Context: an optimization exercise on an open-source flow, tuned for small area, a short achievable clock period and few clock cycles. The choices shown serve that exercise and are no tape-out recipe.
At most, simulation tests tie the RTL to the original design; equivalence was not proved.

## P
Design xyolo_lanes, start of the top module:
module xyolo_lanes
#(
  parameter int DATA_W   = xyolo_lanes_pkg::c_DATA_W,
  parameter int N_LANES  = xyolo_lanes_pkg::c_N_LANES,
  parameter int SHIFT_W  = xyolo_lanes_pkg::c_SHIFT_W,
  parameter int CNT_W    = xyolo_lanes_pkg::c_CNT_W,
  parameter int LEAKY_SH = xyolo_lanes_pkg::c_LEAKY_SH
) (
  input  logic                      clk,
  input  logic                      rst,
  input  logic                      start,
  input  logic [CNT_W-1:0]          cfg_n_acc,
  input  logic [CNT_W-1:0]          cfg_n_out,
  input  logic [2:0]                cfg_mp_win,
  input  logic                      cfg_bias,
  input  logic                      cfg_leaky,
  input  logic                      cfg_maxpool,
  input  logic                      cfg_bypass,
  input  logic [SHIFT_W-1:0]        cfg_shift,
  input  logic                      in_valid,
  output logic                      in_ready,
  input  logic [N_LANES*DATA_W-1:0] in_pixel,
  input  logic [N_LANES*DATA_W-1:0] in_weight,
  input  logic [N_LANES*DATA_W-1:0] in_bias,
  output logic                      out_valid,
  input  logic                      out_ready,
  output logic [N_LANES*DATA_W-1:0] out_data,
  output logic                      busy,
  output logic                      done
);
  logic [CNT_W-1:0]   r_n_acc;           
  logic [2:0]         r_n_win;           
  logic               r_acc_le1, r_win_le1;
  logic               r_bypass, r_bias_en, r_leaky;
  logic [SHIFT_W-1:0] r_shift;
  ...
Size: ~8200 cells after synthesis, roughly 69000 um2 of cells after synthesis.
clock: 10.0 ns
lec_check: 0
abc_area: 1
cap_margin: 20
core_margin: 2
core_utilization: 40
slew_margin: 20
synth_hierarchical: 1
standard.sh (not shown) runs the stock make flow with config.mk's settings and CLKGATE_MAP_FILE= SYNTH_SCRIPT=/design/flow/synth_recipe.tcl, a recipe that flattens the netlist after the stock synthesis.
==> flow/flow/run.sh <==
#!/bin/bash
# Standard synthesis unchanged, then the standard layout steps with the
# timing repair asked to leave extra setup margin (so that it sizes the
# critical paths for a period well below the 10 ns constraint) and with
# plain buffers, rather than delay cells, on the ports.
set -euo pipefail
MARGIN=$(cat flow/margin.txt)
bash standard.sh synth > synth.log 2>&1
bash standard.sh SETUP_SLACK_MARGIN=$MARGIN \
  BUFFER_PORTS_ARGS="-buffer_cell sky130_fd_sc_hd__buf_2" finish > layout.log 2>&1
==> flow/flow/margin.txt <==
6.5
## Diff of input files: Q against P
--- a/flow/design.v
+++ b/flow/design.v
@@ -21,13 +21,12 @@
   parameter int DATA_W   = xyolo_lanes_pkg::c_DATA_W,
   parameter int SHIFT_W  = xyolo_lanes_pkg::c_SHIFT_W,
   parameter int CNT_W    = xyolo_lanes_pkg::c_CNT_W,
   parameter int LEAKY_SH = xyolo_lanes_pkg::c_LEAKY_SH
 ) (
   input  logic               clk,
-  input  logic               rst,
   input  logic               beat_en,     
   input  logic               bypass,      
   input  logic               bias_en,     
   input  logic [DATA_W-1:0]  pixel,
   input  logic [DATA_W-1:0]  weight,
   input  logic [DATA_W-1:0]  bias,
@@ -695,14 +694,13 @@
   assign w_sgn = r_big ? r_bsg : r_y18[17];
   assign w_sat = w_fit ? r_y18[15:0] : {w_sgn, {15{~w_sgn}}};
   assign w_v   = (cfg_leaky && w_sat[15]) ? {{LEAKY_SH{1'b1}}, w_sat[15:LEAKY_SH]} : w_sat;
   logic        w_gt;
   assign w_gt  = {~w_v[15], w_v[14:0]} > {~r_pool[15], r_pool[14:0]};
   always_ff @(posedge clk) begin
-    if (rst) r_pool <= '0;
-    else if (pool_en && (pool_first || w_gt)) r_pool <= w_v;
+    if (pool_en && (pool_first || w_gt)) r_pool <= w_v;
   end
   assign result = r_pool;
 endmodule
 module xyolo_fa (input  logic a, b, c, output logic s, co);
   assign s  = a ^ b ^ c;
   assign co = (a & b) | (c & (a ^ b));
@@ -860,13 +858,12 @@
       .DATA_W   (DATA_W),
       .SHIFT_W  (SHIFT_W),
       .CNT_W    (CNT_W),
       .LEAKY_SH (LEAKY_SH)
     ) u_lane (
       .clk        (clk),
-      .rst        (rst),
       .beat_en    (w_acc),
       .bypass     (r_bypass),
       .bias_en    (r_bias_en),
       .pixel      (in_pixel[g*DATA_W +: DATA_W]),
       .weight     (in_weight[g*DATA_W +: DATA_W]),
       .bias       (in_bias[g*DATA_W +: DATA_W]),
[summary]
On transition time of the tightest slew-check pin, the lower figure sits with Q, not P.
Number of setup violations in the final report came out exactly the same in Q and P.
Between P and Q, the flow reports final area decreasing slightly.
Looking at floorplan die width, Q sits about 0.4% lower than P does.
Diff P -> Q: post-detailed-placement half-perimeter wirelength lost about 0.9%, largest driver fanout on the critical path down 9, synthesized cell count fell 252, number of flops mapped to enable cells by yosys increased by about 46% relative to the old numbers, wire length of the first global-routing pass went down by 3.3%.
Run comparison: P worst setup path endpoint g_lane[2].u_lane.r_t1[21]; Q worst setup path endpoint out_data[56]
Clock buffer instance count of the final layout, Q and P: smaller value in P
Testbench counts of Q, summed over its fixed seeds: cycles 40,439.
Function not checked in P: the RTL went through the layout flow alone.

[afterwards: timing with drivers on the ports]
In the flow no input, the clock included, has a driving cell. The finished layouts below were timed again as built, in two steps. Step 1 sets driving cells, clkbuf_16 on the clock port and buf_2 on the other inputs (assumed; they add their load-dependent delay and slew). Step 2 adds t to the input delays and takes it off the output delays; t is the mean of the earliest and latest rising clock arrival at the registers after step 1. Input paths then give back, and output paths get back, about the clock's delay inside the block. Slacks: no drivers / after step 1 / after step 2; pairs: no drivers / after step 1.
run | shift t [ns] | setup slack, ns | latest minus earliest clock arrival (ns) | slew at the worst register clock pin (ns) | cell pins on the clock port's net
P | 0.818 | 6.542 / 6.500 / 6.183 | 0.040 / 0.040 | 0.07 / 0.07 | 1
Q | 0.819 | 6.446 / 6.370 / 5.948 | 0.048 / 0.047 | 0.07 / 0.07 | 1
After both steps setup and hold are still met in every run listed. The setup slack of Q, which loses most, moves by -0.076 ns with the drivers and by -0.498 ns with both steps.
